What follows belongs to an exercise in optimizing a design on an open flow for a short achievable clock period and few clock cycles per item; a production flow would make more cautious choices.
Function was checked by simulation only, so behaviour that the tests miss may differ from the original.
Power and IR drop assume default switching activity.

## old
==> flow/design.v <==
package cache_pkg;
    localparam int word_width     = 32;
    localparam int words_per_line = 4;
    localparam int num_lines      = 8;
    localparam int word_sel_width = 2;
    localparam int index_width    = 3;
    localparam int tag_width      = 25;
    typedef logic [word_width-1:0]                word_t;
    typedef logic [tag_width-1:0]                 tag_t;
    typedef logic [index_width-1:0]               index_t;
    typedef logic [word_sel_width-1:0]            word_sel_t;
    typedef logic [words_per_line*word_width-1:0] line_t;
    typedef struct packed {
        tag_t      tag;
        index_t    index;
        word_sel_t word_sel;
    } cache_addr_t;
    typedef struct packed {
        logic        read;
        logic        write;
        cache_addr_t addr;
        word_t       wdata;
    } proc_req_t;
    typedef enum logic [1:0] {
        st_compare,
        st_write_back,
        st_allocate
    } ctrl_state_t;
    typedef enum logic [1:0] {
        upd_none,
        upd_word,
        upd_fill
    } update_op_t;
    typedef struct packed {
        update_op_t op;
        index_t     index;
        word_sel_t  word_sel;
        tag_t       tag;
        word_t      word;
        line_t      line;
    } line_update_t;
endpackage
package mem_bus_pkg;
    localparam int mem_addr_width = 28;
    localparam int mem_data_width = 128;
    typedef logic [mem_addr_width-1:0] mem_addr_t;
    typedef struct packed {
        logic                      read;
        logic                      write;
        mem_addr_t                 addr;
        logic [mem_data_width-1:0] wdata;
    } mem_req_t;
    typedef struct packed {
        logic                      ready;
        logic [mem_data_width-1:0] rdata;
    } mem_resp_t;
endpackage
`timescale 1ns/1ps
module cache_line_store (
    input  logic                  clk,
    input  logic                  proc_reset,
    input  cache_pkg::index_t     lookup_index,
    input  cache_pkg::tag_t       lookup_tag,
    input  cache_pkg::word_sel_t  lookup_word_sel,
    input  logic                  word_we,
    input  logic                  fill_we,
    input  logic                  fill_dirty,
    input  cache_pkg::index_t     wr_index,
    input  cache_pkg::word_sel_t  wr_word_sel,
    input  cache_pkg::tag_t       wr_tag,
    input  cache_pkg::word_t      wr_word,
    input  cache_pkg::line_t      wr_line,
    output cache_pkg::line_t      rd_line,
    output cache_pkg::tag_t       rd_tag,
    output cache_pkg::word_t      rd_word,
    output logic                  rd_hit,
    output logic                  rd_dirty_valid
);
    cache_pkg::line_t                data_mem [cache_pkg::num_lines];
    cache_pkg::tag_t                 tag_mem  [cache_pkg::num_lines];
    logic [cache_pkg::num_lines-1:0] valid_bits;
    logic [cache_pkg::num_lines-1:0] dirty_bits;
    logic [cache_pkg::num_lines-1:0] line_hit;
    always_comb begin
        for (int i = 0; i < cache_pkg::num_lines; i++)
            line_hit[i] = valid_bits[i] && (tag_mem[i] == lookup_tag);
    end
    always_comb begin
        rd_word = '0;
        for (int l = 0; l < cache_pkg::num_lines; l++)
            for (int w = 0; w < cache_pkg::words_per_line; w++)
                if (lookup_index == l[2:0] && lookup_word_sel == w[1:0])
                    rd_word = rd_word | data_mem[l][w*cache_pkg::word_width +: cache_pkg::word_width];
    end
    assign rd_line        = data_mem[lookup_index];
    assign rd_tag         = tag_mem[lookup_index];
    assign rd_hit         = line_hit[lookup_index];
    assign rd_dirty_valid = valid_bits[lookup_index] && dirty_bits[lookup_index];
    always_ff @(posedge clk) begin
        if (fill_we) begin
            data_mem[wr_index] <= wr_line;
            tag_mem[wr_index]  <= wr_tag;
        end else if (word_we) begin
            data_mem[wr_index][wr_word_sel * cache_pkg::word_width +: cache_pkg::word_width]
                <= wr_word;
        end
    end
    always_ff @(posedge clk or posedge proc_reset) begin
        if (proc_reset) begin
            valid_bits <= '0;
            dirty_bits <= '0;
        end else if (fill_we) begin
            valid_bits[wr_index] <= 1'b1;
            dirty_bits[wr_index] <= fill_dirty;
        end else if (word_we) begin
            dirty_bits[wr_index] <= 1'b1;
        end
    end
endmodule
`timescale 1ns/1ps
module cache_controller (
    input  logic                   clk,
    input  logic                   proc_reset,
    input  cache_pkg::proc_req_t   proc_req,
    input  cache_pkg::line_t       rd_line,
    input  cache_pkg::tag_t        rd_tag,
    input  cache_pkg::word_t       rd_word,
    input  logic                   rd_hit,
    input  logic                   rd_dirty_valid,
    input  mem_bus_pkg::mem_resp_t mem_resp,
    output logic                   proc_stall,
    output cache_pkg::word_t       proc_rdata,
    output logic                   word_we,
    output logic                   fill_we,
    output logic                   fill_dirty,
    output cache_pkg::line_t       fill_line,
    output cache_pkg::index_t      st_index,
    output cache_pkg::word_sel_t   st_word_sel,
    output cache_pkg::tag_t        st_tag,
    output mem_bus_pkg::mem_req_t  mem_req
);
    logic                 done_q;
    logic                 wb_q;
    logic                 rd_q;
    logic                 wr_alloc_q;
    cache_pkg::word_sel_t word_sel_q;
    cache_pkg::index_t    index_q;
    cache_pkg::tag_t      tag_q;
    cache_pkg::word_t     rdata_q;
    mem_bus_pkg::mem_addr_t addr_q;
    cache_pkg::line_t     wdata_q;
    logic                 lookup;
    logic                 access;
    logic                 ready_alloc;
    logic                 use_victim;
    assign lookup      = !(done_q || wb_q || rd_q);
    assign access      = proc_req.read || proc_req.write;
    assign ready_alloc = rd_q && mem_resp.ready;
    assign proc_stall = !(done_q || (wr_alloc_q && mem_resp.ready));
    assign proc_rdata = rdata_q;
    assign mem_req.read  = rd_q;
    assign mem_req.write = wb_q;
    assign mem_req.addr  = addr_q;
    assign mem_req.wdata = wdata_q;
    assign word_we     = done_q && proc_req.write;
    assign fill_we     = ready_alloc;
    assign fill_dirty  = proc_req.write;
    assign st_index    = index_q;
    assign st_tag      = tag_q;
    assign st_word_sel = word_sel_q;
    always_comb begin
        fill_line = mem_resp.rdata;
        fill_line[word_sel_q * cache_pkg::word_width +: cache_pkg::word_width] = proc_req.wdata;
        if (!proc_req.write) fill_line = mem_resp.rdata;
    end
    always_ff @(posedge clk or posedge proc_reset) begin
        if (proc_reset) begin
            done_q <= 1'b0;
            wb_q   <= 1'b0;
            rd_q   <= 1'b0;
            wr_alloc_q <= 1'b0;
        end else begin
            done_q <= (lookup && access && rd_hit) || (ready_alloc && !proc_req.write);
            wb_q   <= (lookup && access && !rd_hit && rd_dirty_valid) || (wb_q && !mem_resp.ready);
            rd_q   <= (lookup && access && !rd_hit && !rd_dirty_valid) || (wb_q && mem_resp.ready)
                   || (rd_q && !mem_resp.ready);
            wr_alloc_q <= ((lookup && access && !rd_hit && !rd_dirty_valid) || (wb_q && mem_resp.ready)
                          || (rd_q && !mem_resp.ready)) && proc_req.write;
        end
    end
    assign use_victim = lookup ? rd_dirty_valid : (wb_q && !mem_resp.ready);
    always_ff @(posedge clk) begin
        rdata_q <= rd_q
            ? mem_resp.rdata[proc_req.addr.word_sel * cache_pkg::word_width +: cache_pkg::word_width]
            : rd_word;
        wdata_q <= rd_line;
        addr_q  <= use_victim ? {rd_tag, proc_req.addr.index}
                              : {proc_req.addr.tag, proc_req.addr.index};
        if (lookup) begin
            word_sel_q <= proc_req.addr.word_sel;
            index_q    <= proc_req.addr.index;
            tag_q      <= proc_req.addr.tag;
        end
    end
endmodule
`timescale 1ns/1ps
module cache (
    input  logic                         clk,
    input  logic                         proc_reset,
    input  logic                         proc_read,
    input  logic                         proc_write,
    input  logic [29:0]                  proc_addr,
    input  cache_pkg::word_t                        proc_wdata,
    output logic                         proc_stall,
    output cache_pkg::word_t                        proc_rdata,
    output logic                         mem_read,
    output logic                         mem_write,
    output mem_bus_pkg::mem_addr_t                    mem_addr,
    output cache_pkg::line_t                        mem_wdata,
    input  logic                         mem_ready,
    input  cache_pkg::line_t                        mem_rdata
);
    cache_pkg::proc_req_t    proc_req;
    mem_bus_pkg::mem_req_t   mem_req;
    mem_bus_pkg::mem_resp_t  mem_resp;
    cache_pkg::line_t        rd_line;
    cache_pkg::tag_t         rd_tag;
    cache_pkg::word_t        rd_word;
    cache_pkg::line_t        fill_line;
    logic                    rd_hit;
    logic                    rd_dirty_valid;
    logic                    word_we;
    logic                    fill_we;
    logic                    fill_dirty;
    cache_pkg::index_t       st_index;
    cache_pkg::word_sel_t    st_word_sel;
    cache_pkg::tag_t         st_tag;
    assign proc_req = {proc_read, proc_write, proc_addr, proc_wdata};
    assign mem_resp = {mem_ready, mem_rdata};
    assign mem_read  = mem_req.read;
    assign mem_write = mem_req.write;
    assign mem_addr  = mem_req.addr;
    assign mem_wdata = mem_req.wdata;
    cache_controller i_controller (
        .clk            (clk),
        .proc_reset     (proc_reset),
        .proc_req       (proc_req),
        .rd_line        (rd_line),
        .rd_tag         (rd_tag),
        .rd_word        (rd_word),
        .rd_hit         (rd_hit),
        .rd_dirty_valid (rd_dirty_valid),
        .mem_resp       (mem_resp),
        .proc_stall     (proc_stall),
        .proc_rdata     (proc_rdata),
        .word_we        (word_we),
        .fill_we        (fill_we),
        .fill_dirty     (fill_dirty),
        .fill_line      (fill_line),
        .st_index       (st_index),
        .st_word_sel    (st_word_sel),
        .st_tag         (st_tag),
        .mem_req        (mem_req)
    );
    cache_line_store i_line_store (
        .clk            (clk),
        .proc_reset     (proc_reset),
        .lookup_index   (proc_req.addr.index),
        .lookup_tag     (proc_req.addr.tag),
        .lookup_word_sel(proc_req.addr.word_sel),
        .word_we        (word_we),
        .fill_we        (fill_we),
        .fill_dirty     (fill_dirty),
        .wr_index       (st_index),
        .wr_word_sel    (st_word_sel),
        .wr_tag         (st_tag),
        .wr_word        (proc_req.wdata),
        .wr_line        (fill_line),
        .rd_line        (rd_line),
        .rd_tag         (rd_tag),
        .rd_word        (rd_word),
        .rd_hit         (rd_hit),
        .rd_dirty_valid (rd_dirty_valid)
    );
endmodule
Settings: LEC_CHECK=0, CAP_MARGIN=20, CORE_MARGIN=2, CORE_UTILIZATION=50, CTS_CLUSTER_DIAMETER=60, CTS_CLUSTER_SIZE=30, GPL_TIMING_DRIVEN=1, SETUP_SLACK_MARGIN=2.8, SLEW_MARGIN=20, TNS_END_PERCENT=100; clock period 5.0 ns.
run.sh (not shown) runs the stock make flow with config.mk's settings and CLKGATE_MAP_FILE= SYNTH_SCRIPT=/design/flow/synth_recipe.tcl, a recipe that flattens the netlist after the stock synthesis.
Testbench counts of old, summed over its fixed seeds: cycles 66,695, accesses 16,000.
Edits applied to the flow inputs when going from old to new:
-- flow/design.v --
<<< old, line 143
    logic                 wb_q;
    logic                 rd_q;
    logic                 wr_alloc_q;
    cache_pkg::word_sel_t word_sel_q;
    cache_pkg::index_t    index_q;
>>> new, line 143
    logic                 wb_q;
    logic                 rd_q;
    cache_pkg::word_sel_t word_sel_q;
    cache_pkg::index_t    index_q;
<<< old, line 157
    assign access      = proc_req.read || proc_req.write;
    assign ready_alloc = rd_q && mem_resp.ready;
    assign proc_stall = !(done_q || (wr_alloc_q && mem_resp.ready));
    assign proc_rdata = rdata_q;
    assign mem_req.read  = rd_q;
>>> new, line 156
    assign access      = proc_req.read || proc_req.write;
    assign ready_alloc = rd_q && mem_resp.ready;
    assign proc_stall = !(done_q || (ready_alloc && proc_req.write));
    assign proc_rdata = rdata_q;
    assign mem_req.read  = rd_q;
<<< old, line 179
            wb_q   <= 1'b0;
            rd_q   <= 1'b0;
            wr_alloc_q <= 1'b0;
        end else begin
            done_q <= (lookup && access && rd_hit) || (ready_alloc && !proc_req.write);
>>> new, line 178
            wb_q   <= 1'b0;
            rd_q   <= 1'b0;
        end else begin
            done_q <= (lookup && access && rd_hit) || (ready_alloc && !proc_req.write);
<<< old, line 185
            rd_q   <= (lookup && access && !rd_hit && !rd_dirty_valid) || (wb_q && mem_resp.ready)
                   || (rd_q && !mem_resp.ready);
            wr_alloc_q <= ((lookup && access && !rd_hit && !rd_dirty_valid) || (wb_q && mem_resp.ready)
                          || (rd_q && !mem_resp.ready)) && proc_req.write;
        end
    end
>>> new, line 183
            rd_q   <= (lookup && access && !rd_hit && !rd_dirty_valid) || (wb_q && mem_resp.ready)
                   || (rd_q && !mem_resp.ready);
        end
    end
### Flow results
- The higher total global routing track utilization of new and old is in new.
- Against old, new comes in 12 lower on path length in cells of the critical path.
- The power per standard cell area reported for new is smaller than that of old by 0.47%.
- From old to new the numbers moved as follows: total net switching power higher, data required time at the worst endpoint now smaller.
Testbench counts of new, summed over its fixed seeds: cycles 66,695, accesses 16,000.

## afterwards: timing with drivers on the ports
The flow's constraints put no driver on any port. The routed layouts listed below were extracted and timed again, unchanged, in two steps.
Step 1 (the two cells are an assumption about what drives the block):
set clk [get_ports {clk}]
set_driving_cell -lib_cell sky130_fd_sc_hd__clkbuf_16 $clk
set_driving_cell -lib_cell sky130_fd_sc_hd__buf_2 [delete_from_list [all_inputs] $clk]
Step 2 also shifts input and output timing later by t, the mid clock arrival at the registers, as if the neighbouring blocks saw the same clock.
Three values: no drivers, after step 1, after step 2; two values: the first two.
run | t (ns) | setup slack, ns | worst register clock-pin slew, ns | worst slew at a driven data input, ns
old | 0.868 | 2.287 / 2.248 / 1.643 | 0.09 / 0.09 | 0.30
new | 0.855 | 2.265 / 2.189 / 1.483 | 0.10 / 0.10 | 0.50
After both steps setup and hold are still met in every run listed. For new, which loses most, drivers alone change the setup slack by -0.076 ns; drivers and shift together by -0.782 ns.
